What follows belongs to an exercise in optimizing a design on an open flow for small area and a short achievable clock period; a production flow would make more cautious choices. The RTL was checked by simulation tests, not by an equivalence proof against the original design. No activity file was given, so power comes from the tool's default toggle rates.

==> design/flow/design.v <==
module data_mem_pdec3 (
    input  logic [2:0] a,
    input  logic       all,
    output logic [7:0] y_n
);
    always_comb begin
        for (int i = 0; i < 8; i++) begin
            y_n[i] = ~((a == 3'(i)) | all);
        end
    end
endmodule
module data_mem_nor2 (
    input  logic a,
    input  logic b,
    output logic y
);
    assign y = ~(a | b);
endmodule
module data_mem_nand2 (
    input  logic a,
    input  logic b,
    output logic y
);
    assign y = ~(a & b);
endmodule
module data_mem_nand3 (
    input  logic [2:0] a,
    output logic       y
);
    assign y = ~&a;
endmodule
module data_mem_nand4 (
    input  logic [3:0] a,
    output logic       y
);
    assign y = ~&a;
endmodule
module data_mem_slice3 (
    input  logic [2:0] en_na,
    input  logic [2:0] en_nb,
    input  logic       w_n,
    input  logic [2:0] q,
    input  logic [2:0] sel,
    output logic [2:0] y,
    output logic       r_n
);
    assign y   = (en_na & q) | (~en_nb & {3{~w_n}});
    assign r_n = ~(|(sel & q));
endmodule
module data_mem_slice4 (
    input  logic [3:0] en_na,
    input  logic [3:0] en_nb,
    input  logic       w_n,
    input  logic [3:0] q,
    input  logic [3:0] sel,
    output logic [3:0] y,
    output logic       r3_n,
    output logic       r1_n
);
    assign y    = (en_na & q) | (~en_nb & {4{~w_n}});
    assign r3_n = ~(|(sel[2:0] & q[2:0]));
    assign r1_n = ~(sel[3] & q[3]);
endmodule
module data_mem_ctrl #(
    parameter int DATA_W = 32,
    parameter int DEPTH  = 64
) (
    input  logic                clk,
    input  logic                rst_n,
    input  logic                req,
    input  logic                we,
    input  logic [31:0]         addr,
    input  logic [DATA_W-1:0]   wdata,
    input  logic [DATA_W/8-1:0] be,
    output logic                ready,
    output logic                rvalid,
    output logic [DATA_W-1:0]   rdata,
    output logic                err
);
    localparam int BW    = DATA_W / 8;
    localparam int AW    = $clog2(DEPTH);
    localparam int NG    = 20;               
    logic [AW:0]         cnt_q;
    logic                clearing;
    always_ff @(posedge clk or negedge rst_n) begin
        if (!rst_n) begin
            cnt_q <= '0;
        end else if (!cnt_q[AW]) begin
            cnt_q <= cnt_q + 1'b1;
        end
    end
    assign ready    = cnt_q[AW];
    assign clearing = ~cnt_q[AW];
    logic                acc;
    logic                oor;
    assign acc = req & ready;
    assign oor = |addr[31:AW+2];
    logic [7:0]          plo_n;
    logic [7:0]          phi_n;
    logic [DEPTH-1:0]    dec;
    data_mem_pdec3 u_plo (.a(addr[4:2]), .all(clearing), .y_n(plo_n));
    data_mem_pdec3 u_phi (.a(addr[7:5]), .all(clearing), .y_n(phi_n));
    for (genvar r = 0; r < DEPTH; r++) begin : g_dec
        data_mem_nor2 u_n (.a(plo_n[r%8]), .b(phi_n[r/8]), .y(dec[r]));
    end
    logic [BW-1:0]       lane_en;
    logic [DATA_W-1:0]   wcol_n;
    logic [BW-1:0]       en_n [DEPTH];
    assign lane_en = ({BW{acc & we & ~oor}} & be) | {BW{clearing}};
    assign wcol_n  = ~(wdata & {DATA_W{ready}});
    for (genvar r = 0; r < DEPTH; r++) begin : g_en
        for (genvar l = 0; l < BW; l++) begin : g_lane
            data_mem_nand2 u_n (.a(dec[r]), .b(lane_en[l]), .y(en_n[r][l]));
        end
    end
    logic [DATA_W-1:0]   mem_q [DEPTH];
    logic [DATA_W-1:0]   mem_d [DEPTH];
    logic [DATA_W-1:0]   rword;
    for (genvar b = 0; b < DATA_W; b++) begin : g_bit
        localparam int L = b / 8;
        logic [NG+1:0] g_n;
        logic [5:0]    x;
        logic [2:0]    z;
        for (genvar g = 0; g < NG; g++) begin : g_grp
            logic [2:0] en3_n;
            logic [2:0] q3;
            logic [2:0] y3;
            assign en3_n = {en_n[3*g+2][L], en_n[3*g+1][L], en_n[3*g][L]};
            assign q3    = {mem_q[3*g+2][b], mem_q[3*g+1][b], mem_q[3*g][b]};
            data_mem_slice3 u_s (
                .en_na(en3_n),
                .en_nb(en3_n),
                .w_n  (wcol_n[b]),
                .q    (q3),
                .sel  (dec[3*g +: 3]),
                .y    (y3),
                .r_n  (g_n[g])
            );
            assign mem_d[3*g][b]   = y3[0];
            assign mem_d[3*g+1][b] = y3[1];
            assign mem_d[3*g+2][b] = y3[2];
        end
        begin : g_last
            logic [3:0] en4_n;
            logic [3:0] q4;
            logic [3:0] y4;
            assign en4_n = {en_n[3*NG+3][L], en_n[3*NG+2][L], en_n[3*NG+1][L], en_n[3*NG][L]};
            assign q4    = {mem_q[3*NG+3][b], mem_q[3*NG+2][b], mem_q[3*NG+1][b], mem_q[3*NG][b]};
            data_mem_slice4 u_s (
                .en_na(en4_n),
                .en_nb(en4_n),
                .w_n  (wcol_n[b]),
                .q    (q4),
                .sel  (dec[3*NG +: 4]),
                .y    (y4),
                .r3_n (g_n[NG]),
                .r1_n (g_n[NG+1])
            );
            assign mem_d[3*NG][b]   = y4[0];
            assign mem_d[3*NG+1][b] = y4[1];
            assign mem_d[3*NG+2][b] = y4[2];
            assign mem_d[3*NG+3][b] = y4[3];
        end
        data_mem_nand4 u_x0 (.a(g_n[3:0]),   .y(x[0]));
        data_mem_nand4 u_x1 (.a(g_n[7:4]),   .y(x[1]));
        data_mem_nand4 u_x2 (.a(g_n[11:8]),  .y(x[2]));
        data_mem_nand4 u_x3 (.a(g_n[15:12]), .y(x[3]));
        data_mem_nand3 u_x4 (.a(g_n[18:16]), .y(x[4]));
        data_mem_nand3 u_x5 (.a(g_n[21:19]), .y(x[5]));
        data_mem_nor2  u_z0 (.a(x[0]), .b(x[1]), .y(z[0]));
        data_mem_nor2  u_z1 (.a(x[2]), .b(x[3]), .y(z[1]));
        data_mem_nor2  u_z2 (.a(x[4]), .b(x[5]), .y(z[2]));
        data_mem_nand3 u_r  (.a(z), .y(rword[b]));
    end
    always_ff @(posedge clk) begin
        for (int r = 0; r < DEPTH; r++) begin
            mem_q[r] <= mem_d[r];
        end
    end
    logic                rd_acc;
    logic                rvalid_q;
    logic [DATA_W-1:0]   rdata_q;
    logic                err_q;
    assign rd_acc = acc & ~we;
    always_ff @(posedge clk or negedge rst_n) begin
        if (!rst_n) begin
            rvalid_q <= 1'b0;
            rdata_q  <= '0;
            err_q    <= 1'b0;
        end else begin
            rvalid_q <= rd_acc;
            err_q    <= acc & oor;
            if (rd_acc) begin
                rdata_q <= rword & {DATA_W{~oor}};
            end
        end
    end
    assign rvalid = rvalid_q;
    assign rdata  = rdata_q;
    assign err    = err_q;
endmodule
==> design/flow/run.sh <==
#!/bin/bash
# synth_recipe.tcl (not shown) runs the flow's synth.tcl, then flattens the netlist and writes it again
# the make line also repeats each setting of config.mk as NAME=value (left out here)
make -C /OpenROAD-flow-scripts/flow DESIGN_CONFIG=/design/flow/config.mk WORK_HOME=/design/flow/orfs CLKGATE_MAP_FILE= SYNTH_SCRIPT=/design/flow/synth_recipe.tcl finish
==> design/flow/config.mk <==
export PLATFORM = sky130hd
export DESIGN_NAME = data_mem_ctrl
export DESIGN_NICKNAME = data_mem_ctrl
export VERILOG_FILES = /design/flow/design.v
export SDC_FILE = /design/flow/constraint.sdc
export NUM_CORES = 4
export LEC_CHECK = 0
export CAP_MARGIN = 20
export CORE_MARGIN = 2
export CORE_UTILIZATION = 40
export SLEW_MARGIN = 20
export SYNTH_HIERARCHICAL = 1
export SYNTH_MINIMUM_KEEP_SIZE = 0
==> design/flow/constraint.sdc <==
create_clock -name core_clock -period 3.5 [get_ports {clk}]
set_input_delay 0.7000 -clock core_clock [delete_from_list [all_inputs] [get_ports {clk}]]
set_output_delay 0.7000 -clock core_clock [all_outputs]
set_load 0.01 [all_outputs]
==> results.toml, run 1 <==
[clocking]
tritoncts = "done"
h-tree-depth = 4
clk_pin_slew_ns = 0.06
insertion_delay_ns = 0.82
cts_root_buf = "clkbuf_16"
postCtsSetupBuffers = 0
cts_inserted_buffers = 209
cts_sinks = 2089
cts.path.max_buffers = 3

[grt]
grt_use_total_pct = 23.2
grt_max_degree = 65
antenna_found_initial = 1
grt_pass1_vias = 53800
grt_pass1_wl_mm = 331
grt-ovfl-total = 0

[layout]
final_net_count = 6516
multi_input_area_um2 = 29400
layout-drive-gt1-share_pct = 14.4
regArea_um2 = 42000
fillers = 15400
final_cell_mix = "2048 x o2bb2ai_1, 2048 x dfxtp_1, 672 x a222oi_1"
syn_to_final_growth_pct = 23.6

[floorplan]
ios = 107
dieArea_um2 = 181000
start_util_pct = 40.3
dieWidth_um = 425
die_h_um = 425
fp.coreArea_um2 = 176000
fp-row-count = 154

[timing]
finalCriticalPeriod_ns = 3.20
finalWorstSetupSlack_ns = 0.298
fin_worst_skew_ns = 0.0215
tightest_slew_ns = 1.08
timing.fmax_mhz = 312
setup_viol = 0
slew_viol_final = 0
tns_ns = 0
hold_viol = 0
whs_ns = 0.454
period_share_pct = 91.5
rsz0062_at_grt = "no"
maxSlewHeadroom_pct = 28.3

[synthesis]
yosys_register_bits = 2089
seq_area_frac_synth_pct = 59.3
syn_nets = 5762
ys_warn_count = 13
synth_area_um2 = 70900
synth_cell_type_count = 30
syn_inst = 5689
synth.avg_cell_area_um2 = 12.5

[critical_path]
rr_endpoint = "rdata_q[21]"
reg2reg_slack_ns = 0.42
critPathRequiredTime_ns = 2.80
slowest_stage = "clkdlybuf4s50_1"
crit_chain = "buf_4, clkdlybuf4s50_1"
r2r_start = "cnt_q[6]"
crit_type = "register to primary output"
arrival_ns = 2.50
reg2reg_depth = 13
critical_path.max_fanout = 27
crit_path_start_kind = "register"
crit_path_end_kind = "primary output"
cp_slowest_stage_delay_ns = 0.67

[drt]
drt-initial-drc-count = 6604
num_vias = 55800
wirelength_mm = 215
dr.pass1.iters = 10
detail-route-antenna-nets = 0
routedWlPerCell_um = 24.0
viasPerCell = 6.23
drc = 0

[min_path]
hold_class = "primary input to async pin"

[power]
ir_worst_vdd_mv = 0.492
p_leak_nw = 33.3
power_mw = 47.3
p_per_area_nw_per_um2 = 539

[flow_run]
maxCapViolations = 0

[place]
place_hpwl_mm = 140
dp_slack_ns = -0.148
gp_congestion = 0.852
port_buffers = 104

[status]
status = "complete, no violations"
## worst max-delay path, delay by kind of cell, from the launching register on
family	cells	cell delay, ns
buffers and inverters	2	1.27
DFF	1	0.40
## area by class of cell
class	count	area share (%)
Sequential cell	2089	48.0
Multi-Input combinational cell	3570	33.5
Clock buffer	313	7.17
Timing Repair Buffer	565	6.87
Tap cell	2340	3.34
Clock inverter	69	1.08
Inverter	8	0.0343
Antenna cell	1	0.00285
## cells by family (layout without fill, tap and decap cells)
group / after synthesis / after routing / share of synthesized area (%)
buffers and inverters: 30 / 955 / 0.213
multiplexers: 1 / 1 / 0.0159
AND/OR/NAND/NOR: 789 / 789 / 5.06
AO/OA/AOI/OAI: 2774 / 2774 / 35.4
XOR/XNOR: 5 / 5 / 0.0617
other: 0 / 1 / 0
adder cells (fa/ha/maj): 1 / 1 / 0.0176
flip-flops: 2089 / 2089 / 59.3
## metal layers
metal  vias to the layer above  part of all wire [%]  track usage, %
met1                     26900                    45            31.6
met5                         -                     0               0
met3                       318                   4.8            2.72
met2                      1575                    46            37.1
li1                      27000                     -               -
met4                         0                   4.0            9.68
## stage by stage
stage / std cells / utilization [%] / instance area, um2
CTS: 8954 / 49.8 / 87600
global route: 8955 / 49.8 / 87700
floorplan: 5689 / - / 71000
global placement: 8571 / 45.7 / 80400
finish: 8955 / 49.8 / 87700
detailed placement: 8571 / 45.7 / 80400
## registers in the layout, indices dropped and copies added, names as in the netlist
signal and cells:
err_q 1, rdata_q 32, rvalid_q 1, cnt_q 7, mem_q 2048
## cell usage after synthesis
library cell	number	area, um2
nand2_1	355	1330
nand4_1	161	1010
o21ai_2	30	263
xnor2_1	5	43.8
o31ai_1	4	30.0
inv_2	5	18.8
ha_1	1	12.5
nand4_4	1	21.3
nand3b_1	1	7.51
o211a_1	1	10.0
buf_1	2	7.51
nor2b_1	1	6.26
o21ai_0	1	5.00
dfrtp_1	41	1030
clkbuf_1	4	15.0
nor2_1	160	601
o21ai_1	2	10.0
nor4_4	2	42.5
nand3_1	103	515
o2bb2ai_1	2048	17900
inv_1	3	11.3
clkbuf_2	2	10.0
buf_6	3	33.8
buf_2	11	55.1
dfxtp_1	2048	41000
mux2_2	1	11.3
a222oi_1	672	6730
and2_1	1	6.26
a31oi_1	16	100
nor4_2	4	50.1
## Yosys stat by module (local to each module, per instance)
module	flops+latches	area (um2)	cells	copies in the design
data_mem_ctrl	2089	43200	2273	1
data_mem_nand2	0	3.75	1	256
data_mem_nand3	0	5.00	1	96
data_mem_nand4	0	6.26	1	128
data_mem_nor2	0	3.75	1	160
data_mem_pdec3	0	66.3	12	2
data_mem_slice3	0	36.3	4	640
data_mem_slice4	0	48.8	6	32
## how the worst max path moves through the flow
stage / startpoint / endpoint
CTS: cnt_q[6] / ready
floorplan: addr[13] / mem_q[11][30]
global route: cnt_q[6] / ready
finish: cnt_q[6] / ready
detailed placement: addr[3] / rdata_q[26]
global placement: addr[4] / rdata_q[9]
## where the power goes
part,switching [mW],internal [mW],total (mW)
Sequential,0,23.8,23.8
Combinational,0.0815,0.0792,0.161
Clock,9.31,14.0,23.3
Total,9.39,37.9,47.3
## what timing repair did
item	CTS	global route
hold buffers	1	0
gates resized for setup	0	0
endpoints found under the hold margin	25	0
==> inputs of run 2 (changes only) <==
--- a/design/flow/config.mk
+++ b/design/flow/config.mk
@@ -9,3 +9,5 @@
 export CORE_MARGIN = 2
-export CORE_UTILIZATION = 40
+export CORE_UTILIZATION = 60
+export CTS_CLUSTER_SIZE = 30
+export GPL_TIMING_DRIVEN = 0
 export SLEW_MARGIN = 20
==> results.toml, run 2 <==
[synthesis]
syn_nets = 5762
synthTopCellsByCount = "2048 x dfxtp_1, 2048 x o2bb2ai_1, 672 x a222oi_1, 355 x nand2_1, 161 x nand4_1"
synthFlopType = "dfxtp_1"
synth_edf_count = 0
netlist.area_leader.share_pct = 57.8
synth_largest_area_cell = "dfxtp_1"
synth.avg_cell_area_um2 = 12.5
syn_inst = 5689
yosys_register_bits = 2089
seq_area_frac_synth_pct = 59.3
synth_area_leaders = "dfxtp_1 58%, o2bb2ai_1 25%, a222oi_1 9.5%"
ys_warn_count = 13
synth_area_um2 = 70900
synth_cell_type_count = 30
async_flop_share_pct = 1.96

[floorplan]
die_h_um = 348
fp-row-count = 126
start_util_pct = 60.3
fp.coreArea_um2 = 118000
dieWidth_um = 348
ios = 107
dieArea_um2 = 121000

[timing]
rsz0062_at_grt = "yes"
period_share_pct = 105
finalWorstSetupSlack_ns = -0.163
tightest_slew_ns = 1.15
hold_viol = 0
setup_viol = 11
maxSlewHeadroom_pct = 23.6
timing.fmax_mhz = 273
slew_viol_final = 0
fin_worst_skew_ns = 0.0214
finalCriticalPeriod_ns = 3.66

[clocking]
cts_root_buf = "clkbuf_16"
insertion_delay_ns = 0.81
tritoncts = "done"
cts_sinks = 2089
cts_inserted_buffers = 199
clk_pin_slew_ns = 0.07
h-tree-depth = 4
cts.path.max_buffers = 3

[grt]
grt_max_degree = 63
grt_use_total_pct = 34.1
grt-ovfl-total = 0
grt_pass1_vias = 53000
antenna_found_initial = 0
grt_pass1_wl_mm = 325

[power]
power_frac_seq_pct = 51.7
clkPwrFrac_pct = 47.9
swShare_pct = 19.9
power_switching_mw = 9.17
ir_worst_vdd_mv = 0.657
p_per_area_nw_per_um2 = 538
p_comb_share_pct = 0.4
p_leak_nw = 32.6
power_mw = 46.0
p_int_mw = 36.8

[drt]
routedWlPerCell_um = 26.9
drt-initial-drc-count = 7613
viasPerCell = 7.12
drc = 0
num_vias = 56100
dr.pass1.iters = 12
detail-route-antenna-nets = 0
wirelength_mm = 211

[critical_path]
reg2reg_slack_ns = -0.16
crit_path_end_kind = "register"
crit_type = "register to register"
crit_path_start_kind = "register"
critical_path.max_fanout = 19
arrival_ns = 4.33
critPathRequiredTime_ns = 4.17

[place]
port_buffers = 104
placed_cell_area_um2 = 77700
place_hpwl_mm = 134
gp_congestion = 0.859

[layout]
design_area_um2 = 85500
diodes = 0
largest_register_ffs = 2048
final_net_count = 6250
layout-drive-gt1-share_pct = 11.3
top_register = "mem_q"
final_cell_mix = "2048 x o2bb2ai_1, 2048 x dfxtp_1, 672 x a222oi_1"
largestRegisters = "mem_q (2048), rdata_q (32), cnt_q (7)"
syn_to_final_growth_pct = 20.6

[status]
so_faults = "setup timing"
status = "complete, but fails checks"

[min_path]
hold_class = "primary input to async pin"

[flow_run]
maxCapViolations = 0
[run 2: per-layer routing]
layer  share of wire (%)  up-vias  GRT usage, %
met5                   0        -             0
met2                  45     2345          52.2
li1                    -    26400             -
met3                 7.8      368          5.85
met4                 3.3        0          12.1
met1                  44    27000          48.7
[run 2: kinds of logic (layout without fill, tap and decap cells)]
group	count (synthesis)	in the layout	share of synthesized area (%)
compound gates	2774	2774	35.4
mux	1	1	0.0159
flops	2089	2089	59.3
xor+xnor	5	5	0.0617
buf+inv	30	678	0.213
fa+ha+maj	1	1	0.0176
simple gates	789	789	5.06
[run 2: worst paths after layout]
kind                               start  depth (start not counted)             to
setup / recovery                cnt_q[6]                         12     rdata_q[0]
hold / removal                     rst_n                          2    rdata_q[29]
setup reg to reg                cnt_q[6]                         12     rdata_q[0]
hold reg to reg            mem_q[48][28]                          1  mem_q[48][28]
max in group asynchronous          rst_n                          3       cnt_q[6]
min in group core_clock    mem_q[48][28]                          1  mem_q[48][28]
[run 2: stage by stage]
stage	utilization [%]	setup WS (ns)	hold slack (ns)	TNS [ns]	instances
detailed placement	66.1	-1.77	0.445	-1346.77	7445
finish	72.7	-0.163	0.321	-0.406	7873
floorplan	-	-0.0522	0.404	-95.61	5689
CTS	72.5	-0.114	0.278	-0.119	7859
global route	72.7	-0.149	0.306	-0.249	7873
global placement	62.9	-3.33	0.441	-6432.42	7329
[run 2: power by group through the flow]
stage	Sequential, mW	Clock (mW)	Combinational (mW)
floorplan	24.3	0	0.0159
global placement	24.3	0	0.131
detailed placement	24.3	0	0.160
CTS	23.8	22.2	0.167
global route	23.8	23.2	0.173
finish	23.8	22.0	0.167
[run 2: Yosys stat by module (local to each module, per instance), a selection]
module	flip-flops and latches	copies in the design	cells inside	cell area (um2)
data_mem_nor2	0	160	1	3.75
data_mem_pdec3	0	2	12	66.3
data_mem_nand2	0	256	1	3.75
data_mem_slice4	0	32	6	48.8
data_mem_nand3	0	96	1	5.00
data_mem_slice3	0	640	4	36.3
data_mem_ctrl	2089	1	2273	43200
[run 2: area by class of cell]
class	instances	area, um2
fill	8088	32100
clock inverter	59	687
inverter	8	33.8
clock buffer	302	6050
multi-input combinational	3570	30000
sequential	2089	42000
tap	1536	1920
timing repair buffer	287	4640
buffer	22	161
[run 2: repair_timing]
action,in CTS,in global routing
pin swaps,27,24
endpoints found under the setup margin,921,157
resized for setup,58,29
buffers inserted,52,14
hold buffers,1,0
endpoints found under the hold margin,12,0
[run 2: worst max-delay path, cell delays in order (launching register included)]
cell	delay, ns
dfrtp_2	0.47
buf_12	0.18
clkinvlp_4	0.20
buf_12	0.22
a31oi_4	0.24
buf_12	0.17
nor2_4	0.12
a222oi_1	0.63
nand4_1	0.36
nor2_4	0.33
nand3_4	0.16
nand4_1	0.29
o21ai_2	0.11
==> inputs of run 3 (changes only) <==
--- a/design/flow/design.v
+++ b/design/flow/design.v
@@ -1,11 +1,6 @@
-module data_mem_pdec3 (
-    input  logic [2:0] a,
-    input  logic       all,
-    output logic [7:0] y_n
-);
-    always_comb begin
-        for (int i = 0; i < 8; i++) begin
-            y_n[i] = ~((a == 3'(i)) | all);
-        end
-    end
+module data_mem_inv (
+    input  logic a,
+    output logic y
+);
+    assign y = ~a;
 endmodule
@@ -18,8 +13,9 @@
 endmodule
-module data_mem_nand2 (
-    input  logic a,
-    input  logic b,
-    output logic y
-);
-    assign y = ~(a & b);
+module data_mem_wen (
+    input  logic sel,
+    input  logic all,
+    input  logic lane,
+    output logic en_n
+);
+    assign en_n = ~((sel | all) & lane);
 endmodule
@@ -84,10 +80,15 @@
     logic                clearing;
+    logic                ready_q;
     always_ff @(posedge clk or negedge rst_n) begin
         if (!rst_n) begin
-            cnt_q <= '0;
-        end else if (!cnt_q[AW]) begin
-            cnt_q <= cnt_q + 1'b1;
-        end
-    end
-    assign ready    = cnt_q[AW];
+            cnt_q   <= '0;
+            ready_q <= 1'b0;
+        end else begin
+            if (!cnt_q[AW]) begin
+                cnt_q <= cnt_q + 1'b1;
+            end
+            ready_q <= ready_q | (&cnt_q[AW-1:0]);
+        end
+    end
+    assign ready    = ready_q;
     assign clearing = ~cnt_q[AW];
@@ -95,3 +96,3 @@
     logic                oor;
-    assign acc = req & ready;
+    assign acc = req & cnt_q[AW];
     assign oor = |addr[31:AW+2];
@@ -100,4 +101,16 @@
     logic [DEPTH-1:0]    dec;
-    data_mem_pdec3 u_plo (.a(addr[4:2]), .all(clearing), .y_n(plo_n));
-    data_mem_pdec3 u_phi (.a(addr[7:5]), .all(clearing), .y_n(phi_n));
+    logic [5:0]          a_n;
+    for (genvar i = 0; i < 6; i++) begin : g_ainv
+        data_mem_inv u_i (.a(addr[2+i]), .y(a_n[i]));
+    end
+    for (genvar v = 0; v < 8; v++) begin : g_pdec
+        data_mem_nand3 u_lo (
+            .a({v[2] ? addr[4] : a_n[2], v[1] ? addr[3] : a_n[1], v[0] ? addr[2] : a_n[0]}),
+            .y(plo_n[v])
+        );
+        data_mem_nand3 u_hi (
+            .a({v[2] ? addr[7] : a_n[5], v[1] ? addr[6] : a_n[4], v[0] ? addr[5] : a_n[3]}),
+            .y(phi_n[v])
+        );
+    end
     for (genvar r = 0; r < DEPTH; r++) begin : g_dec
@@ -109,6 +122,6 @@
     assign lane_en = ({BW{acc & we & ~oor}} & be) | {BW{clearing}};
-    assign wcol_n  = ~(wdata & {DATA_W{ready}});
+    assign wcol_n  = ~(wdata & {DATA_W{cnt_q[AW]}});
     for (genvar r = 0; r < DEPTH; r++) begin : g_en
         for (genvar l = 0; l < BW; l++) begin : g_lane
-            data_mem_nand2 u_n (.a(dec[r]), .b(lane_en[l]), .y(en_n[r][l]));
+            data_mem_wen u_n (.sel(dec[r]), .all(clearing), .lane(lane_en[l]), .en_n(en_n[r][l]));
         end
--- a/design/flow/config.mk
+++ b/design/flow/config.mk
@@ -9,5 +9,6 @@
 export CORE_MARGIN = 2
-export CORE_UTILIZATION = 60
-export CTS_CLUSTER_SIZE = 30
-export GPL_TIMING_DRIVEN = 0
+export CORE_UTILIZATION = 55
+export CTS_CLUSTER_DIAMETER = 80
+export CTS_CLUSTER_SIZE = 24
+export SETUP_SLACK_MARGIN = 1.2
 export SLEW_MARGIN = 20
@@ -15 +16,2 @@
 export SYNTH_MINIMUM_KEEP_SIZE = 0
+export TNS_END_PERCENT = 10
==> results.toml, run 3 <==
[status]
status = "complete, no violations"

[power]
power_frac_seq_pct = 63.2
p_int_mw = 29.6
clkPwrFrac_pct = 35.6
ir_worst_vdd_mv = 0.419
swShare_pct = 21.2
p_leak_nw = 30.5
p_comb_share_pct = 1.2
p_per_area_nw_per_um2 = 435
power_switching_mw = 7.99

[drt]
num_vias = 57700
drt-initial-drc-count = 7627
wirelength_mm = 226
routedWlPerCell_um = 26.8
dr.pass1.iters = 10
detail-route-antenna-nets = 0
viasPerCell = 6.85
drc = 0

[synthesis]
synth_largest_area_cell = "dfxtp_1"
async_flop_share_pct = 2.01
synth_edf_count = 0
ys_warn_count = 12
syn_nets = 5762
seq_area_frac_synth_pct = 59.0
yosys_register_bits = 2090
synthFlopType = "dfxtp_1"
syn_inst = 5689
synth_cell_type_count = 28
synth_area_um2 = 71200
synth.avg_cell_area_um2 = 12.5
synth_area_leaders = "dfxtp_1 58%, o2bb2ai_1 25%, a222oi_1 9.4%"
netlist.area_leader.share_pct = 57.6
synthTopCellsByCount = "2048 x dfxtp_1, 2048 x o2bb2ai_1, 672 x a222oi_1, 258 x o21ai_1, 161 x nand4_1"

[critical_path]
crit_path_start_kind = "primary input"
critPathRequiredTime_ns = 4.09
crit_type = "primary input to register"
startpoint = "addr[12]"
critical_path.max_fanout = 28
r2r_start = "cnt_q[6]"
crit_path_end_kind = "register"
arrival_ns = 3.09

[clocking]
cts.path.max_buffers = 3
clk_pin_slew_ns = 0.10
cts_inserted_buffers = 101
insertion_delay_ns = 0.75
ctsHoldBuffers = 0
cts_sinks = 2090
cts_root_buf = "clkbuf_16"
tritoncts = "done"
h-tree-depth = 3

[place]
gp_congestion = 0.873
place_hpwl_mm = 145
dpl.cell_count = 8226
port_buffers = 104

[floorplan]
fp.coreArea_um2 = 129000
ios = 107
die_h_um = 364
start_util_pct = 55.2
dieArea_um2 = 132000
dieWidth_um = 364
fp-row-count = 132

[layout]
fillers = 9959
syn_to_final_growth_pct = 21.4
layout-drive-gt1-share_pct = 17.5
largestRegisters = "mem_q (2048), rdata_q (32), cnt_q (7)"
utilization_pct = 67.0
fin_cells = 8432
final_net_count = 6722
final_cell_mix = "2048 x o2bb2ai_1, 2048 x dfxtp_1, 672 x a222oi_1"
largest_register_ffs = 2048
top_register = "mem_q"

[timing]
maxSlewHeadroom_pct = 26.6
tightest_slew_ns = 1.10
fin_worst_skew_ns = 0.0249
period_share_pct = 71.4
finalCriticalPeriod_ns = 2.50
timing.fmax_mhz = 400
hold_viol = 0
setup_viol = 0
slew_viol_final = 0
rsz0062_at_grt = "yes"

[grt]
antenna_found_initial = 6
grt_pass1_wl_mm = 336
grt_pass1_vias = 53700
grt_max_degree = 65
grt-ovfl-total = 0
grt_use_total_pct = 32.6

[flow_run]
maxCapViolations = 0

[min_path]
hold_class = "primary input to async pin"
## run 3: cell types whose count changed after synthesis, moves of 2 or more
cell and delta:
nand2_1 -256, o21ai_1 +256, a31oi_1 -16, nand3_1 +16, inv_1 +4, inv_2 -4, buf_1 -2, clkbuf_2 -2
## run 3: final cells by class
type / count / area (um2) / area share (%)
Clock inverter: 21 / 235 / 0.272
Tap cell: 1742 / 2180 / 2.52
Antenna cell: 4 / 10.0 / 0.0116
Inverter: 8 / 33.8 / 0.0391
Sequential cell: 2090 / 42100 / 48.6
Multi-Input combinational cell: 3571 / 30400 / 35.2
Clock buffer: 119 / 2690 / 3.11
Timing Repair Buffer: 877 / 8850 / 10.2
## run 3: per-module statistics from Yosys (local to each module, per instance)
| module | flops+latches | cells |
|---|---|---|
| data_mem_nor2 | 0 | 1 |
| data_mem_inv | 0 | 1 |
| data_mem_slice3 | 0 | 4 |
| data_mem_nand3 | 0 | 1 |
| data_mem_slice4 | 0 | 6 |
| data_mem_nand4 | 0 | 1 |
| data_mem_wen | 0 | 1 |
| data_mem_ctrl | 2090 | 2275 |
## run 3: final timing paths
kind,end,slack [ns],depth (start not counted)
max,mem_q[1][26],1.00,9
min,rdata_q[31],0.06,1
max reg2reg,mem_q[19][0],1.20,4
min reg2reg,mem_q[55][6],0.46,1
max in group asynchronous,cnt_q[6],2.72,2
min in group core_clock,mem_q[55][6],0.46,1
## run 3: routing by layer
metal | GRT usage (%) | wire [um] | vias to the layer above
met5 | 0 | 13 | -
li1 | - | - | 27500
met4 | 9.22 | 6270 | 2
met3 | 4.10 | 17400 | 309
met1 | 48.4 | 103000 | 27900
met2 | 49.6 | 99000 | 2112
## run 3: timing repair
| action | in CTS | in global routing |
|---|---|---|
| setup buffers | 26 | 12 |
| cloned | 6 | 17 |
| endpoints found under the setup margin | 2115 | 2036 |
| resized for setup | 183 | 50 |
| pin swaps | 21 | 8 |
## run 3: worst max-delay path: stages
cell             delay [ns]
clkdlybuf4s50_1        0.46
nor4_4                 0.37
nand2_4                0.15
o31ai_4                0.38
buf_12                 0.17
buf_6                  0.31
o21ai_1                0.14
buf_4                  0.22
o2bb2ai_1              0.14
## run 3: power groups by stage
| stage | combinational, mW | sequential (mW) | clock (mW) |
|---|---|---|---|
| after floorplan | 0.0808 | 24.3 | 0 |
| after global placement | 0.424 | 24.3 | 0 |
| after detailed placement | 0.426 | 24.3 | 0 |
| after CTS | 0.461 | 23.8 | 13.6 |
| after global routing | 0.482 | 23.8 | 14.4 |
| final | 0.469 | 23.8 | 13.4 |
## run 3: through the flow
step                hold slack (ns)  setup TNS, ns  power [mW]  setup WS [ns]  cell area (um2)
CTS                          0.0283              0        37.8          0.966            85900
global route                 0.0618              0        38.7          0.969            86500
floorplan                     0.404       -1561.48        24.4         -0.783            71300
finish                       0.0567              0        37.6           1.00            86500
detailed placement            0.445         -31.24        24.7         -0.194            81900
global placement              0.441          -6.71        24.7         -0.178            81900
## run 3: cells by family (layout without fill, tap and decap cells)
family / after synthesis / in the layout / synth area share, %
other cells: 0 / 4 / 0
buf+inv: 28 / 1025 / 0.200
xor+xnor: 5 / 5 / 0.0615
simple gates: 551 / 551 / 3.82
compound gates: 3013 / 3013 / 36.9
mux: 1 / 1 / 0.0158
fa+ha+maj: 1 / 1 / 0.0176
flops: 2090 / 2090 / 59.0
==> inputs of run 4 (changes only) <==
==> design/flow/flow/run.sh (new file) <==
#!/bin/bash
# The standard layout, with the port buffers made of plain buffers (instead of the delay
# cells buffer_ports picks by default) and timing repair free to resize across footprints.
set -euo pipefail
bash standard.sh \
  BUFFER_PORTS_ARGS="-buffer_cell sky130_fd_sc_hd__buf_4" \
  MATCH_CELL_FOOTPRINT=0 \
  finish > standard_flow.log 2>&1
==> design/flow/standard.sh (new file) <==
#!/bin/bash
# synth_recipe.tcl (not shown) runs the flow's synth.tcl, then flattens the netlist and writes it again
# the make line also repeats each setting of config.mk as NAME=value (left out here)
make -C /OpenROAD-flow-scripts/flow DESIGN_CONFIG=/design/flow/config.mk WORK_HOME=/design/flow/orfs CLKGATE_MAP_FILE= SYNTH_SCRIPT=/design/flow/synth_recipe.tcl "${@:-finish}"
removed: design/flow/run.sh
==> results.toml, run 4 <==
[synthesis]
synth_edf_count = 0
synth_area_um2 = 71200
synthFlopType = "dfxtp_1"
synth_area_leaders = "dfxtp_1 58%, o2bb2ai_1 25%, a222oi_1 9.4%"
seq_area_frac_synth_pct = 59.0
yosys_register_bits = 2090
synthTopCellsByCount = "2048 x dfxtp_1, 2048 x o2bb2ai_1, 672 x a222oi_1, 258 x o21ai_1, 161 x nand4_1"
synth.avg_cell_area_um2 = 12.5
netlist.area_leader.share_pct = 57.6
syn_inst = 5689
async_flop_share_pct = 2.01
synth_cell_type_count = 28
syn_nets = 5762
synth_largest_area_cell = "dfxtp_1"
ys_warn_count = 12

[status]
status = "complete, no violations"

[critical_path]
crit_path_start_kind = "primary input"
slowest_stage = "a222oi_1"
rr_endpoint = "mem_q[38][31]"
reg2reg_slack_ns = 0.91
critical_path.max_fanout = 5
crit_top_cell = "buf_4"
critPathRequiredTime_ns = 4.15
cp_slowest_stage_delay_ns = 0.54
crit_path_end_kind = "register"
reg2reg_depth = 4
crit_chain = "buf_4, inv_1, nand3_4, buf_4, nor2_4, buf_4, a222oi_1, nand4_1, nor2_2, buf_4, nand3_1, nand4_1, o21ai_2"
r2r_start = "cnt_q[6]"
arrival_ns = 3.34
crit_type = "primary input to register"

[drt]
num_vias = 58800
viasPerCell = 7.22
drt-initial-drc-count = 8853
wirelength_mm = 257
detail-route-antenna-nets = 0
dr.pass1.iters = 10
drc = 0
routedWlPerCell_um = 31.5

[timing]
period_share_pct = 76.9
whs_ns = 0.210
timing.fmax_mhz = 372
rsz0062_at_grt = "yes"
setup_viol = 0
hold_viol = 0
slew_viol_final = 0
finalCriticalPeriod_ns = 2.69
tightest_slew_ns = 1.21
fin_worst_skew_ns = 0.0302
maxSlewHeadroom_pct = 19.3

[place]
place_hpwl_mm = 137
placed_cell_area_um2 = 76300
gp_congestion = 0.830
port_buffers = 104

[grt]
grt-busiest-layer = "met2"
grt_util_met2_pct = 54.0
grt_use_total_pct = 36.7
grt_pass1_wl_mm = 366
grt_max_degree = 129
use_met1_pct = 52.1
grt_pass1_vias = 54000
grt-ovfl-total = 0
antenna_found_initial = 4
met3_usage_pct = 7.23

[min_path]
hold_class = "primary input to register"
min_from = "req"
hold_depth = 2
hold_end = "err_q"

[clocking]
cts_sinks = 2090
cts.path.max_buffers = 3
cts_inserted_buffers = 101
cts_root_buf = "clkbuf_16"
tritoncts = "done"
h-tree-depth = 3
insertion_delay_ns = 0.76
clk_pin_slew_ns = 0.09

[power]
p_leak_nw = 29.1
ir_worst_vdd_mv = 0.368
p_per_area_nw_per_um2 = 444

[layout]
largestRegisters = "mem_q (2048), rdata_q (32), cnt_q (7)"
layout-drive-gt1-share_pct = 17.9
regArea_um2 = 42100
fillers = 9822
design_area_um2 = 85200
multi_input_area_um2 = 32200
final_net_count = 6438
syn_to_final_growth_pct = 19.5
final_cell_mix = "2048 x o2bb2ai_1, 2048 x dfxtp_1, 672 x a222oi_1"
top_register = "mem_q"
largest_register_ffs = 2048

[flow_run]
maxCapViolations = 0

[floorplan]
start_util_pct = 55.2
fp.coreArea_um2 = 129000
fp-row-count = 132
die_h_um = 364
ios = 107
dieArea_um2 = 132000
dieWidth_um = 364
[run 4: kinds of logic after synthesis]
logic type,synth area share (%)
mux,0.0158
buf+inv,0.200
compound gates,36.9
simple gates,3.82
flops,59.0
fa+ha+maj,0.0176
xor+xnor,0.0615
[run 4: how the worst max path moves through the flow]
| stage | cells past startpoint | endpoint | startpoint |
|---|---|---|---|
| 4_1_cts | 4 | mem_q[42][12] | cnt_q[6] |
| 3_5_place_dp | 13 | rdata_q[21] | addr[5] |
| 2_1_floorplan | 4 | mem_q[11][30] | cnt_q[6] |
| 3_3_place_gp | 13 | rdata_q[21] | addr[5] |
| 6_report | 13 | rdata_q[14] | addr[4] |
| 5_1_grt | 12 | rdata_q[16] | addr[4] |
[run 4: per-stage QoR]
stage	setup TNS, ns	instances	worst slack [ns]	util (%)	power (mW)
2_1_floorplan	-1561.48	5689	-0.783	-	24.4
3_5_place_dp	-2.21	7679	-0.228	59.2	24.6
5_1_grt	0	8147	0.854	66.0	38.8
4_1_cts	0	8008	0.819	63.5	37.9
6_report	0	8150	0.809	66.0	37.8
3_3_place_gp	-1.98	7676	-0.227	59.1	24.6
[run 4: area by class of cell]
class	count	share of cell area [%]
multi-input cells	3636	37.8
clock buffers	122	3.20
flip-flops and latches	2090	49.4
inverters	8	0.0661
repair buffers	528	6.78
clock inverters	21	0.251
well taps	1742	2.56
diodes	3	0.00881
[run 4: per-module statistics from Yosys (local to each module, per instance)]
module / copies in the design / flip-flops and latches / area (um2) / cells inside
data_mem_nand4: 128 / 0 / 6.26 / 1
data_mem_inv: 6 / 0 / 3.75 / 1
data_mem_wen: 256 / 0 / 5.00 / 1
data_mem_nand3: 112 / 0 / 5.00 / 1
data_mem_nor2: 160 / 0 / 3.75 / 1
data_mem_slice3: 640 / 0 / 36.3 / 4
data_mem_ctrl: 1 / 2090 / 43200 / 2275
data_mem_slice4: 32 / 0 / 48.8 / 6
[run 4: metal layers]
metal / wire length (um) / up-vias / share of wire (%)
li1: - / 27000 / -
met1: 108000 / 28400 / 42
met2: 110000 / 2929 / 43
met3: 26000 / 512 / 10
met4: 12500 / 0 / 4.9
met5: 0 / - / 0
[run 4: repair_timing]
item,4_1_cts,5_1_grt
gates resized for setup,163,234
endpoints found under the setup margin,2072,2082
hold endpoints to repair,25,0
pin swaps,63,60
buffers inserted,123,113
hold buffers,1,0
cloned,62,10
[run 4: worst max-delay path: cells and delay by family]
family	cells	cell delay (ns)
AOI/OAI and AO/OA	2	0.60
and+or+nand+nor	6	1.27
buffers and inverters	5	0.77
[run 4: power breakdown]
group / internal, mW / leakage [nW] / switching (mW)
registers: 23.8 / 17.1 / 0
logic: 0.210 / 10.6 / 0.414
clock network: 5.66 / 1.42 / 7.77
==> inputs of run 5 (changes only) <==
--- a/design/flow/design.v
+++ b/design/flow/design.v
@@ -81,2 +81,4 @@
     logic                ready_q;
+    localparam int NCLR = 2 * BW;
+    logic [NCLR-1:0]     clr_q;
     always_ff @(posedge clk or negedge rst_n) begin
@@ -85,2 +87,3 @@
             ready_q <= 1'b0;
+            clr_q   <= '1;
         end else begin
@@ -90,2 +93,5 @@
             ready_q <= ready_q | (&cnt_q[AW-1:0]);
+            for (int k = 0; k < NCLR; k++) begin
+                clr_q[k] <= clr_q[k] & ~(&cnt_q[AW-1:0]);
+            end
         end
@@ -125,3 +131,8 @@
         for (genvar l = 0; l < BW; l++) begin : g_lane
-            data_mem_wen u_n (.sel(dec[r]), .all(clearing), .lane(lane_en[l]), .en_n(en_n[r][l]));
+            data_mem_wen u_n (
+                .sel (dec[r]),
+                .all (clr_q[2*l + r/(DEPTH/2)]),
+                .lane(lane_en[l]),
+                .en_n(en_n[r][l])
+            );
         end
==> results.toml, run 5 <==
[clocking]
cts_root_buf = "clkbuf_16"
cts_inserted_buffers = 101
h-tree-depth = 3
cts_sinks = 2098
cts.path.max_buffers = 3
insertion_delay_ns = 0.76
tritoncts = "done"
ctsHoldBuffers = 0
clk_pin_slew_ns = 0.10

[grt]
grt_use_total_pct = 32.9
grt_pass1_vias = 52400
grt-ovfl-total = 0
antenna_found_initial = 3
grt_max_degree = 65
grt_pass1_wl_mm = 338

[synthesis]
synth_area_leaders = "dfxtp_1 57%, o2bb2ai_1 25%, a222oi_1 9.4%"
netlist.area_leader.share_pct = 57.4
syn_inst = 5704
yosys_register_bits = 2098
syn_nets = 5777
synth_edf_count = 0
synthTopCellsByCount = "2048 x dfxtp_1, 2048 x o2bb2ai_1, 672 x a222oi_1, 262 x o21ai_1, 161 x nand4_1"
synth_largest_area_cell = "dfxtp_1"
synth.avg_cell_area_um2 = 12.5
async_flop_share_pct = 2.38
seq_area_frac_synth_pct = 59.1
ys_warn_count = 12
synthFlopType = "dfxtp_1"
synth_area_um2 = 71500
synth_cell_type_count = 30

[floorplan]
fp-row-count = 132
dieWidth_um = 364
dieArea_um2 = 133000
die_h_um = 364
fp.coreArea_um2 = 129000
start_util_pct = 55.3
ios = 107

[critical_path]
arrival_ns = 3.08
reg2reg_depth = 4
critical_path.max_fanout = 64
critPathRequiredTime_ns = 4.09
crit_path_end_kind = "register"
crit_type = "register to register"
crit_path_start_kind = "register"

[place]
port_buffers = 104
place_hpwl_mm = 133
gp_congestion = 0.823
placed_cell_area_um2 = 76600
dpl.cell_count = 7690

[flow_run]
maxCapViolations = 0

[timing]
rsz0062_at_grt = "yes"
setup_viol = 0
slew_viol_final = 0
whs_ns = 0.0377
tightest_slew_ns = 1.13
finalCriticalPeriod_ns = 2.49
period_share_pct = 71.2
timing.fmax_mhz = 401
maxSlewHeadroom_pct = 24.4
tns_ns = 0
hold_viol = 0
fin_worst_skew_ns = 0.0306

[layout]
final_cell_mix = "2048 x o2bb2ai_1, 2048 x dfxtp_1, 672 x a222oi_1"
design_area_um2 = 83500
layout-drive-gt1-share_pct = 15.5
top_register = "mem_q"
largest_register_ffs = 2048
largestRegisters = "mem_q (2048), rdata_q (32), clr_q (8)"
final_net_count = 6388
fin_cells = 8100
syn_to_final_growth_pct = 16.9

[drt]
drt-initial-drc-count = 7397
viasPerCell = 7.02
dr.pass1.iters = 10
wirelength_mm = 227
routedWlPerCell_um = 28.1
num_vias = 56900
drc = 0
detail-route-antenna-nets = 0

[power]
p_leak_nw = 26.3
ir_worst_vdd_mv = 0.380
p_per_area_nw_per_um2 = 454
power_mw = 37.9

[min_path]
hold_class = "primary input to async pin"

[status]
status = "complete, no violations"
## run 5: cell count changes in the layout (fill, tap and decap cells not counted), sizes merged, moves of 3 or more
cell      before  now
buf          519  482
clkbuf       130  127
nor2         225  203
and2           1    9
inv            9   19
clkinvlp      10    3
dfstp          0    8
clkinv         9    1
## run 5: critical path, cell delays in order (launching register included)
cell,delay [ns]
dfrtp_4,0.80
o31ai_4,0.17
buf_12,0.21
o21ai_1,0.75
o2bb2ai_1,0.19
## run 5: per-module statistics from Yosys (local to each module, per instance)
module | copies in the design | cells inside | cell area [um2]
data_mem_nand4 | 128 | 1 | 6.26
data_mem_slice3 | 640 | 4 | 36.3
data_mem_slice4 | 32 | 6 | 48.8
data_mem_nand3 | 112 | 1 | 5.00
data_mem_inv | 6 | 1 | 3.75
data_mem_ctrl | 1 | 2290 | 43400
data_mem_wen | 256 | 1 | 5.00
data_mem_nor2 | 160 | 1 | 3.75
## run 5: through the flow
step | setup WS, ns | util (%)
detailed placement | -0.0469 | 59.2
global placement | -0.0167 | 59.2
global route | 1.00 | 64.6
CTS | 1.12 | 62.5
floorplan | 0.0865 | -
finish | 1.01 | 64.6
## run 5: logic make-up (layout without fill, tap and decap cells)
family,Yosys count,count (layout),share of synthesized area (%)
AO/OA/AOI/OAI,3013,3013,36.7
XOR/XNOR,5,5,0.0613
adder cells (fa/ha/maj),1,1,0.0175
buffers and inverters,27,634,0.193
flip-flops,2098,2098,59.1
multiplexers,1,1,0.0158
other,0,4,0
AND/OR/NAND/NOR,559,602,3.88
## run 5: final cells by class
type / instances / area (um2)
fillers: 10200 / 45800
diodes: 4 / 10.0
well taps: 1742 / 2180
clock buffers: 124 / 2680
flip-flops and latches: 2098 / 42300
multi-input cells: 3622 / 30900
clock inverters: 18 / 221
inverters: 7 / 32.5
repair buffers: 485 / 5210
## run 5: power breakdown
part	leakage, nW	switching [mW]	internal (mW)
combinational	7.71	0.463	0.220
sequential	17.1	0	23.9
clock	1.41	7.74	5.63
## run 5: metal layers
layer	global-route usage, %	vias up	share of wire [%]
met5	0	-	0
met2	51.9	2170	46
met4	10.4	0	3.0
met3	4.47	305	7.4
li1	-	26900	-
met1	46.8	27500	44
## run 5: worst paths after layout
path	start	end	slack [ns]
setup / recovery	cnt_q[6]	mem_q[17][6]	1.01
hold / removal	rst_n	rvalid_q	0.04
setup reg to reg	cnt_q[6]	mem_q[17][6]	1.01
hold reg to reg	mem_q[55][31]	mem_q[55][31]	0.47
max in group asynchronous	rst_n	cnt_q[6]	2.84
min in group core_clock	req	err_q	0.21
## run 5: what timing repair did
item	in CTS	in global routing
resized for setup	48	76
cloned	37	9
buffers inserted	70	139
pin swaps	73	99
setup endpoints to repair	1938	750
==> inputs of run 6 (changes only) <==
--- a/design/flow/config.mk
+++ b/design/flow/config.mk
@@ -9,3 +9,3 @@
 export CORE_MARGIN = 2
-export CORE_UTILIZATION = 55
+export CORE_UTILIZATION = 65
 export CTS_CLUSTER_DIAMETER = 80
==> results.toml, run 6 <==
[status]
status = "complete, no violations"

[layout]
top_register = "mem_q"
diodes = 0
final_net_count = 6306
fin_cells = 7667
syn_to_final_growth_pct = 13.6
layout-drive-gt1-share_pct = 13.3
largestRegisters = "mem_q (2048), rdata_q (32), clr_q (8)"
final_cell_mix = "2048 x o2bb2ai_1, 2048 x dfxtp_1, 672 x a222oi_1"
largest_register_ffs = 2048
utilization_pct = 74.5

[critical_path]
critPathRequiredTime_ns = 4.11
crit_path_start_kind = "primary input"
crit_path_end_kind = "register"
startpoint = "addr[7]"
r2r_start = "clr_q[3]"
arrival_ns = 3.11
critical_path.max_fanout = 18
crit_type = "primary input to register"

[synthesis]
async_flop_share_pct = 2.38
synth_mux_area_share_pct = 0.0158
synth.avg_cell_area_um2 = 12.5
synth_cell_type_count = 30
synth-adder-area-share_pct = 0.0175
syn_inst = 5704
synth_area_um2 = 71500
yosys_register_bits = 2098
synthTopCellsByCount = "2048 x dfxtp_1, 2048 x o2bb2ai_1, 672 x a222oi_1, 262 x o21ai_1, 161 x nand4_1"
synth_top_family_by_area = "compound AO/OA/AOI/OAI gates"
syn_nets = 5777
synth_edf_count = 0
netlist.area_leader.share_pct = 57.4
synth-simple-area-share_pct = 3.88
synthFlopType = "dfxtp_1"
seq_area_frac_synth_pct = 59.1
synth_area_leaders = "dfxtp_1 57%, o2bb2ai_1 25%, a222oi_1 9.4%"
ys_warn_count = 12
synth-compound-area-share_pct = 36.7
synth_largest_area_cell = "dfxtp_1"
synth-xor-area-share_pct = 0.0613

[floorplan]
dieArea_um2 = 113000
dieWidth_um = 336
die_h_um = 336
fp.coreArea_um2 = 109000
start_util_pct = 65.6
ios = 107
fp-row-count = 121

[timing]
period_share_pct = 71.4
tns_ns = 0
finalWorstSetupSlack_ns = 1.00
maxSlewHeadroom_pct = 18.9
fin_worst_skew_ns = 0.0245
finalCriticalPeriod_ns = 2.50
timing.fmax_mhz = 400
tightest_slew_ns = 1.22
slew_viol_final = 0
setup_viol = 0
rsz0062_at_grt = "yes"
hold_viol = 0

[clocking]
cts_sinks = 2098
cts_root_buf = "clkbuf_16"
insertion_delay_ns = 0.74
tritoncts = "done"
h-tree-depth = 3
clk_pin_slew_ns = 0.10
cts.path.max_buffers = 3
cts_inserted_buffers = 97

[power]
p_leak_nw = 25.6
p_per_area_nw_per_um2 = 456
ir_worst_vdd_mv = 0.487

[drt]
viasPerCell = 7.42
drc = 0
num_vias = 56900
wirelength_mm = 214
drt-initial-drc-count = 8501
dr.pass1.iters = 7
detail-route-antenna-nets = 0
routedWlPerCell_um = 28.0

[grt]
grt_use_total_pct = 37.0
grt_max_degree = 65
antenna_found_initial = 2
grt-ovfl-total = 0
grt_pass1_wl_mm = 326
grt_pass1_vias = 52600

[place]
dpl.cell_count = 7506
place_hpwl_mm = 136
gp_congestion = 0.916
port_buffers = 104
dp_slack_ns = 0.282

[min_path]
hold_class = "primary input to async pin"

[flow_run]
maxCapViolations = 0
[run 6: cell type report]
cell class | count | area [um2]
fillers | 7544 | 27800
flip-flops and latches | 2098 | 42300
inverters | 7 | 26.3
clock buffers | 116 | 2630
well taps | 1414 | 1770
multi-input cells | 3582 | 30300
repair buffers | 447 | 4260
clock inverters | 3 | 27.5
[run 6: path summary, 6_finish.rpt]
check | to | slack, ns | depth (start not counted)
hold / removal | rdata_q[13] | 0.05 | 1
min in group core_clock | err_q | 0.23 | 2
setup reg to reg | mem_q[51][13] | 1.15 | 2
hold reg to reg | mem_q[13][29] | 0.47 | 1
max in group asynchronous | cnt_q[6] | 2.85 | 1
setup / recovery | rdata_q[5] | 1.00 | 12
[run 6: worst max-delay path, stage by stage]
cell      delay, ns
buf_4          0.11
inv_1          0.08
nand3_1        0.13
buf_12         0.17
nor2_4         0.06
buf_4          0.22
a222oi_1       0.54
nand4_1        0.31
nor2_1         0.45
nand3_1        0.13
nand4_1        0.11
o21ai_2        0.06
[run 6: logic make-up after synthesis]
logic type	count (synthesis)
buffers and inverters	27
AOI/OAI and AO/OA	3013
DFF	2098
muxes	1
xor gates and xnor gates	5
and+or+nand+nor	559
adders and majority gates	1
[run 6: routing by layer]
metal | up-vias | track usage [%] | share of wire, %
li1 | 26700 | - | -
met1 | 27100 | 54.5 | 43
met2 | 2702 | 53.9 | 43
met3 | 405 | 5.54 | 9.5
met4 | 4 | 16.1 | 4.9
met5 | - | 0 | 0.010
[run 6: power by group]
group	internal, mW	total, mW	switching [mW]
Sequential	23.9	23.9	0
Clock	5.31	12.7	7.36
Combinational	0.149	0.517	0.368
Total	29.3	37.0	7.73
[run 6: metrics by stage]
stage	total power [mW]	area, um2	hold WS (ns)
3_5_place_dp	24.9	77700	0.445
4_1_cts	37.1	80400	0.0451
6_report	37.0	81200	0.0504
3_3_place_gp	24.9	77600	0.441
5_1_grt	38.0	81200	0.0881
2_1_floorplan	24.6	71600	0.404
[run 6: repair_timing]
item / CTS / global route
setup buffers: 0 / 18
pin swaps: 20 / 16
gates resized for setup: 29 / 43
cloned: 3 / 1
setup endpoints to repair: 625 / 844
hold buffers: 0 / 0
[run 6: Yosys stat by module, one instance, submodules excluded]
module	cells inside	flops+latches
data_mem_slice3	4	0
data_mem_wen	1	0
data_mem_slice4	6	0
data_mem_nand4	1	0
data_mem_ctrl	2290	2098
data_mem_inv	1	0
data_mem_nor2	1	0
data_mem_nand3	1	0
==> inputs of run 7 (changes only) <==
--- a/design/flow/config.mk
+++ b/design/flow/config.mk
@@ -9,3 +9,3 @@
 export CORE_MARGIN = 2
-export CORE_UTILIZATION = 65
+export CORE_UTILIZATION = 75
 export CTS_CLUSTER_DIAMETER = 80
==> results.toml, run 7 <==
[clocking]
tritoncts = "done"
cts.path.max_buffers = 3
cts_root_buf = "clkbuf_16"
clk_pin_slew_ns = 0.10
h-tree-depth = 3
cts_sinks = 2098
cts_inserted_buffers = 97
insertion_delay_ns = 0.75

[critical_path]
crit_type = "primary input to register"
critical_path.max_fanout = 11
crit_path_start_kind = "primary input"
critPathRequiredTime_ns = 4.11
reg2reg_slack_ns = 1.07
slowest_stage = "a222oi_1"
crit_top_cell = "buf_12"
r2r_start = "clr_q[1]"
cp_slowest_stage_delay_ns = 0.70
reg2reg_depth = 2
crit_chain = "buf_12, clkinvlp_4, buf_4, nand3_2, buf_12, buf_12, buf_12, nor2_4, buf_4, a222oi_1, nand3_1, nor2_2, nand3_2, nand4_1, o21ai_2"
arrival_ns = 3.51
crit_path_end_kind = "register"
rr_endpoint = "mem_q[42][1]"
crit_buf_inv = 7
path_delay_family = "buffers and inverters"

[floorplan]
ios = 107
die_h_um = 313
dieWidth_um = 313
fp-row-count = 113
start_util_pct = 75.5
fp.coreArea_um2 = 94700
dieArea_um2 = 97800

[synthesis]
synth_edf_count = 0
async_flop_share_pct = 2.38
synth_largest_area_cell = "dfxtp_1"
ys_warn_count = 12
synthTopCellsByCount = "2048 x dfxtp_1, 2048 x o2bb2ai_1, 672 x a222oi_1, 262 x o21ai_1, 161 x nand4_1"
synth_area_leaders = "dfxtp_1 57%, o2bb2ai_1 25%, a222oi_1 9.4%"
seq_area_frac_synth_pct = 59.1
netlist.area_leader.share_pct = 57.4
syn_nets = 5777
syn_inst = 5704
synth.avg_cell_area_um2 = 12.5
yosys_register_bits = 2098
synth_cell_type_count = 30
synth_area_um2 = 71500
synthFlopType = "dfxtp_1"

[grt]
grt_pass1_vias = 56500
grt-ovfl-total = 0
grt_use_total_pct = 44.8
antenna_found_initial = 6
grt_max_degree = 65
grt_pass1_wl_mm = 344

[timing]
slew_viol_final = 0
hold_viol = 0
period_share_pct = 82.6
setup_viol = 0
tns_ns = 0
maxSlewHeadroom_pct = 17.9
rsz0062_at_grt = "yes"
timing.fmax_mhz = 346
fin_worst_skew_ns = 0.0264
tightest_slew_ns = 1.22
finalCriticalPeriod_ns = 2.89

[drt]
drt-initial-drc-count = 12500
routedWlPerCell_um = 33.8
dr.pass1.iters = 14
num_vias = 63300
viasPerCell = 8.26
detail-route-antenna-nets = 0
drc = 0
wirelength_mm = 259

[layout]
fin_cells = 7670
layout-drive-gt1-share_pct = 16.5
top_register = "mem_q"
final_cell_mix = "2048 x o2bb2ai_1, 2048 x dfxtp_1, 672 x a222oi_1"
syn_to_final_growth_pct = 17.5
design_area_um2 = 84000
largest_register_ffs = 2048
utilization_pct = 88.7
final_net_count = 6450
largestRegisters = "mem_q (2048), rdata_q (32), clr_q (8)"

[power]
p_leak_nw = 26.7
clkPwrFrac_pct = 34.3
p_per_area_nw_per_um2 = 447
swShare_pct = 21.8
ir_worst_vdd_mv = 0.585
p_int_mw = 29.4
power_switching_mw = 8.17
power_frac_seq_pct = 63.5
power_mw = 37.6
p_comb_share_pct = 2.2

[min_path]
hold_class = "primary input to async pin"

[flow_run]
maxCapViolations = 0

[place]
port_buffers = 104
place_hpwl_mm = 127
placed_cell_area_um2 = 75400
gp_congestion = 0.902
dpl.cell_count = 7150

[status]
status = "complete, no violations"
-- run 7: cell counts after synthesis --
No cell type changed its count.
-- run 7: stage by stage --
step / worst slack (ns) / hold slack (ns)
2_1_floorplan: 0.0865 / 0.404
3_3_place_gp: 0.0203 / 0.441
3_5_place_dp: -0.0243 / 0.445
4_1_cts: 1.00 / 0.0320
5_1_grt: 0.716 / 0.0534
6_report: 0.608 / 0.0326
-- run 7: timing repair --
item | in CTS | in global routing
pin swaps | 43 | 221
resized for setup | 99 | 193
hold buffers | 0 | 0
endpoints found under the setup margin | 1207 | 1084
buffers inserted | 68 | 231
cloned | 52 | 21
-- run 7: worst reg2reg max path, delay by kind of cell (launching register included) --
kind	cells	cell delay (ns)
compound gates	2	1.11
flops	1	1.21
-- run 7: worst max-delay path by stage --
stage,endpoint,depth (start not counted),start
2_1_floorplan,mem_q[62][20],5,addr[13]
3_3_place_gp,rdata_q[10],11,addr[4]
3_5_place_dp,rdata_q[10],11,addr[2]
4_1_cts,mem_q[63][21],7,addr[2]
5_1_grt,rdata_q[17],15,addr[3]
6_report,rdata_q[17],15,addr[3]
-- run 7: per-layer routing --
metal	GRT usage, %	routed length, um	vias to the layer above	share of wire (%)
met5	0	46	-	0.018
met3	9.18	34600	1667	13
met2	68.8	111000	5421	43
met4	29.3	27100	8	10
li1	-	-	27000	-
met1	57.8	86900	29200	33
-- run 7: cell families after synthesis --
family / synth area share, %
AOI/OAI and AO/OA: 36.7
adders and majority gates: 0.0175
and+or+nand+nor: 3.88
muxes: 0.0158
DFF: 59.1
xor gates and xnor gates: 0.0613
buffers and inverters: 0.193
-- run 7: final cells by class --
| class | count | area, um2 |
|---|---|---|
| flip-flops and latches | 2098 | 42300 |
| multi-input cells | 3640 | 31400 |
| clock buffers | 123 | 2610 |
| fillers | 4072 | 10700 |
| clock inverters | 3 | 33.8 |
| diodes | 1 | 2.50 |
| well taps | 1265 | 1580 |
| inverters | 7 | 38.8 |
| repair buffers | 533 | 6080 |
-- run 7: power by group through the flow --
stage	clock, mW	combinational, mW	sequential [mW]
5_1_grt	13.5	0.830	23.9
4_1_cts	12.6	0.578	23.9
2_1_floorplan	0	0.183	24.4
3_3_place_gp	0	0.444	24.4
3_5_place_dp	0	0.450	24.4
6_report	12.9	0.828	23.9
-- run 7: modules after synthesis (local to each module, per instance) --
module,copies in the design,cells inside
data_mem_nand3,112,1
data_mem_nand4,128,1
data_mem_wen,256,1
data_mem_slice3,640,4
data_mem_ctrl,1,2290
data_mem_inv,6,1
data_mem_slice4,32,6
data_mem_nor2,160,1
==> inputs of run 8 (changes only) <==
--- a/design/flow/config.mk
+++ b/design/flow/config.mk
@@ -7,9 +7,10 @@
 export LEC_CHECK = 0
-export CAP_MARGIN = 20
+export CAP_MARGIN = 0
 export CORE_MARGIN = 2
-export CORE_UTILIZATION = 75
+export CORE_UTILIZATION = 55
 export CTS_CLUSTER_DIAMETER = 80
 export CTS_CLUSTER_SIZE = 24
+export GPL_TIMING_DRIVEN = 0
 export SETUP_SLACK_MARGIN = 1.2
-export SLEW_MARGIN = 20
+export SLEW_MARGIN = 0
 export SYNTH_HIERARCHICAL = 1
==> results.toml, run 8 <==
[status]
status = "complete, no violations"

[critical_path]
cp_slowest_stage_delay_ns = 0.46
slowest_stage = "a222oi_1"
path_delay_family = "simple AND/OR/NAND/NOR gates"
critPathRequiredTime_ns = 4.14
crit_buf_inv = 4
crit_path_end_kind = "register"
crit_path_start_kind = "primary input"
arrival_ns = 3.28
cp.depth = 12
reg2reg_depth = 7
critical_path.max_fanout = 7
crit_chain = "buf_12, clkinvlp_4, nand3_4, buf_6, nor2_4, buf_12, a222oi_1, nand4_1, nor2_4, nand3_2, nand4_1, o21ai_2"
crit_type = "primary input to register"

[synthesis]
synth_cell_type_count = 30
synth_edf_count = 0
synthFlopType = "dfxtp_1"
netlist.area_leader.share_pct = 57.4
yosys_register_bits = 2098
synth_largest_area_cell = "dfxtp_1"
syn_nets = 5777
synth_area_um2 = 71500
syn_inst = 5704
seq_area_frac_synth_pct = 59.1
synth.avg_cell_area_um2 = 12.5
synthTopCellsByCount = "2048 x dfxtp_1, 2048 x o2bb2ai_1, 672 x a222oi_1, 262 x o21ai_1, 161 x nand4_1"
async_flop_share_pct = 2.38
ys_warn_count = 12
synth_area_leaders = "dfxtp_1 57%, o2bb2ai_1 25%, a222oi_1 9.4%"

[clocking]
cts.path.max_buffers = 3
h-tree-depth = 3
insertion_delay_ns = 0.75
cts_root_buf = "clkbuf_16"
ctsHoldBuffers = 0
cts_sinks = 2098
tritoncts = "done"
cts_inserted_buffers = 101
clk_pin_slew_ns = 0.10

[drt]
num_vias = 56700
routedWlPerCell_um = 28.8
drt-initial-drc-count = 7998
dr.pass1.iters = 10
detail-route-antenna-nets = 0
viasPerCell = 7.09
drc = 0
wirelength_mm = 230

[floorplan]
start_util_pct = 55.3
die_h_um = 364
dieArea_um2 = 133000
fp-row-count = 132
ios = 107
dieWidth_um = 364
fp.coreArea_um2 = 129000

[timing]
timing.fmax_mhz = 379
fin_worst_skew_ns = 0.0241
setup_viol = 0
maxSlewHeadroom_pct = 22.1
finalCriticalPeriod_ns = 2.64
whs_ns = 0.0117
slew_viol_final = 0
hold_viol = 0
rsz0062_at_grt = "yes"
tightest_slew_ns = 1.16
period_share_pct = 75.4

[power]
p_leak_nw = 26.5
power_switching_mw = 8.19
p_comb_share_pct = 1.8
power_frac_seq_pct = 63.1
p_per_area_nw_per_um2 = 448
p_int_mw = 29.6
clkPwrFrac_pct = 35.1
ir_worst_vdd_mv = 0.422
swShare_pct = 21.7

[place]
gp_congestion = 0.822
place_hpwl_mm = 133
placed_cell_area_um2 = 76800
port_buffers = 104

[layout]
fillers = 9907
largestRegisters = "mem_q (2048), rdata_q (32), clr_q (8)"
layout-drive-gt1-share_pct = 15.1
design_area_um2 = 84400
top_register = "mem_q"
utilization_pct = 65.3
largest_register_ffs = 2048
final_net_count = 6286
final_cell_mix = "2048 x o2bb2ai_1, 2048 x dfxtp_1, 672 x a222oi_1"
syn_to_final_growth_pct = 18.1

[grt]
grt-ovfl-total = 0
grt_max_degree = 65
grt_pass1_vias = 50900
antenna_found_initial = 3
grt_use_total_pct = 31.3
grt_pass1_wl_mm = 324

[flow_run]
maxCapViolations = 0

[min_path]
hold_class = "primary input to async pin"
-- run 8: cell counts after synthesis --
Identical to the previous run, type by type.
-- run 8: worst reg2reg max path: stages (launching register included) --
cell       delay (ns)
dfrtp_1          0.33
buf_4            0.28
buf_6            0.32
o31ai_4          0.21
buf_8            0.19
buf_8            0.16
o21ai_1          0.62
o2bb2ai_1        0.17
-- run 8: Yosys stat by module, one instance, submodules excluded, a selection --
| module | cells inside | flip-flops and latches | copies in the design | cell area (um2) |
|---|---|---|---|---|
| data_mem_inv | 1 | 0 | 6 | 3.75 |
| data_mem_nand3 | 1 | 0 | 112 | 5.00 |
| data_mem_nand4 | 1 | 0 | 128 | 6.26 |
| data_mem_wen | 1 | 0 | 256 | 5.00 |
| data_mem_nor2 | 1 | 0 | 160 | 3.75 |
| data_mem_ctrl | 2290 | 2098 | 1 | 43400 |
-- run 8: what timing repair did --
item,4_1_cts,5_1_grt
cloned,2,46
pin swaps,51,195
buffers inserted,38,135
resized for setup,267,190
setup endpoints to repair,2080,2023
-- run 8: final timing paths --
kind	from	end	slack (ns)
min in group core_clock	req	err_q	0.22
worst max register to register	cnt_q[6]	mem_q[8][11]	1.05
worst min register to register	mem_q[46][17]	mem_q[46][17]	0.47
max in group asynchronous	rst_n	rdata_q[25]	2.90
worst min-delay path	rst_n	rdata_q[12]	0.01
worst max-delay path	addr[4]	rdata_q[19]	0.86
-- run 8: area by class of cell --
| type | instances | area (um2) | share of cell area [%] |
|---|---|---|---|
| Clock inverter | 20 | 175 | 0.208 |
| Timing Repair Buffer | 400 | 5280 | 6.25 |
| Clock buffer | 124 | 2700 | 3.20 |
| Buffer | 20 | 133 | 0.157 |
| Sequential cell | 2098 | 42300 | 50.1 |
| Multi-Input combinational cell | 3585 | 31600 | 37.5 |
| Inverter | 7 | 48.8 | 0.0578 |
| Tap cell | 1742 | 2180 | 2.58 |
| Antenna cell | 1 | 2.50 | 0.00296 |
-- run 8: metal layers --
layer / vias up / global-route usage, % / part of all wire (%)
met1: 27400 / 46.9 / 44
met5: - / 0 / 0.0052
met3: 346 / 4.34 / 6.9
li1: 26700 / - / -
met4: 2 / 7.19 / 3.4
met2: 2261 / 47.8 / 46
-- run 8: power by group through the flow --
| stage | clock [mW] | combinational, mW | sequential, mW |
|---|---|---|---|
| 4_1_cts | 13.5 | 0.532 | 23.9 |
| 2_1_floorplan | 0 | 0.183 | 24.4 |
| 3_5_place_dp | 0 | 0.472 | 24.4 |
| 3_3_place_gp | 0 | 0.390 | 24.4 |
| 6_report | 13.3 | 0.685 | 23.9 |
| 5_1_grt | 14.3 | 0.712 | 23.9 |
-- run 8: metrics by stage --
stage / setup WS [ns] / instances / TNS [ns] / power (mW)
after global routing: 0.953 / 7997 / 0 / 38.9
after detailed placement: -0.930 / 7631 / -348.84 / 24.9
after CTS: 0.965 / 7815 / 0 / 37.9
after floorplan: 0.0865 / 5704 / 0 / 24.6
after global placement: -2.55 / 7550 / -4517.45 / 24.8
final: 0.861 / 7997 / 0 / 37.8
-- run 8: cell families after synthesis --
| group | count (synthesis) | synth area share (%) |
|---|---|---|
| adder cells (fa/ha/maj) | 1 | 0.0175 |
| buffers and inverters | 27 | 0.193 |
| multiplexers | 1 | 0.0158 |
| AND/OR/NAND/NOR | 559 | 3.88 |
| AO/OA/AOI/OAI | 3013 | 36.7 |
| XOR/XNOR | 5 | 0.0613 |
| flip-flops | 2098 | 59.1 |

## what the ideal ports hide
The results above use ideal ports. As a check the final layouts listed here were re-extracted and re-timed, cells and wires unchanged. Step 1 sets driving cells, clkbuf_16 on the clock port and buf_2 on the other inputs (assumed; they add their load-dependent delay and slew). Step 2 adds t to the input delays and takes it off the output delays; t is the mean of the earliest and latest rising clock arrival at the registers after step 1. Input paths then give back, and output paths get back, about the clock's delay inside the block. Three values: ideal, step 1, step 2; two values: the first two.
run	shift t [ns]	setup slack, ns	worst hold slack (ns)	slew at the worst register clock pin (ns)
run 1	0.886	0.298 / 0.222 / -0.264	0.454 / 0.411 / 0.456	0.07 / 0.07
run 2	0.881	-0.163 / -0.163 / -0.924	0.321 / 0.256 / 0.459	0.07 / 0.07
run 3	0.820	1.000 / 0.940 / 0.215	0.057 / -0.001 / 0.462	0.10 / 0.10
run 4	0.832	0.809 / 0.764 / -0.068	0.210 / 0.147 / 0.467	0.10 / 0.10
run 5	0.826	1.007 / 0.991 / 0.166	0.038 / -0.021 / 0.468	0.10 / 0.10
run 6	0.805	1.001 / 0.936 / 0.130	0.050 / -0.007 / 0.467	0.10 / 0.10
run 7	0.816	0.608 / 0.614 / -0.202	0.033 / -0.019 / 0.467	0.11 / 0.11
run 8	0.815	0.861 / 0.779 / -0.036	0.012 / -0.043 / 0.465	0.10 / 0.10
Met with ideal ports but missed after step 2: setup timing in run 1, run 4, run 7 and run 8. For run 8, which loses most, drivers alone change the setup slack by -0.082 ns; drivers and shift together by -0.897 ns.
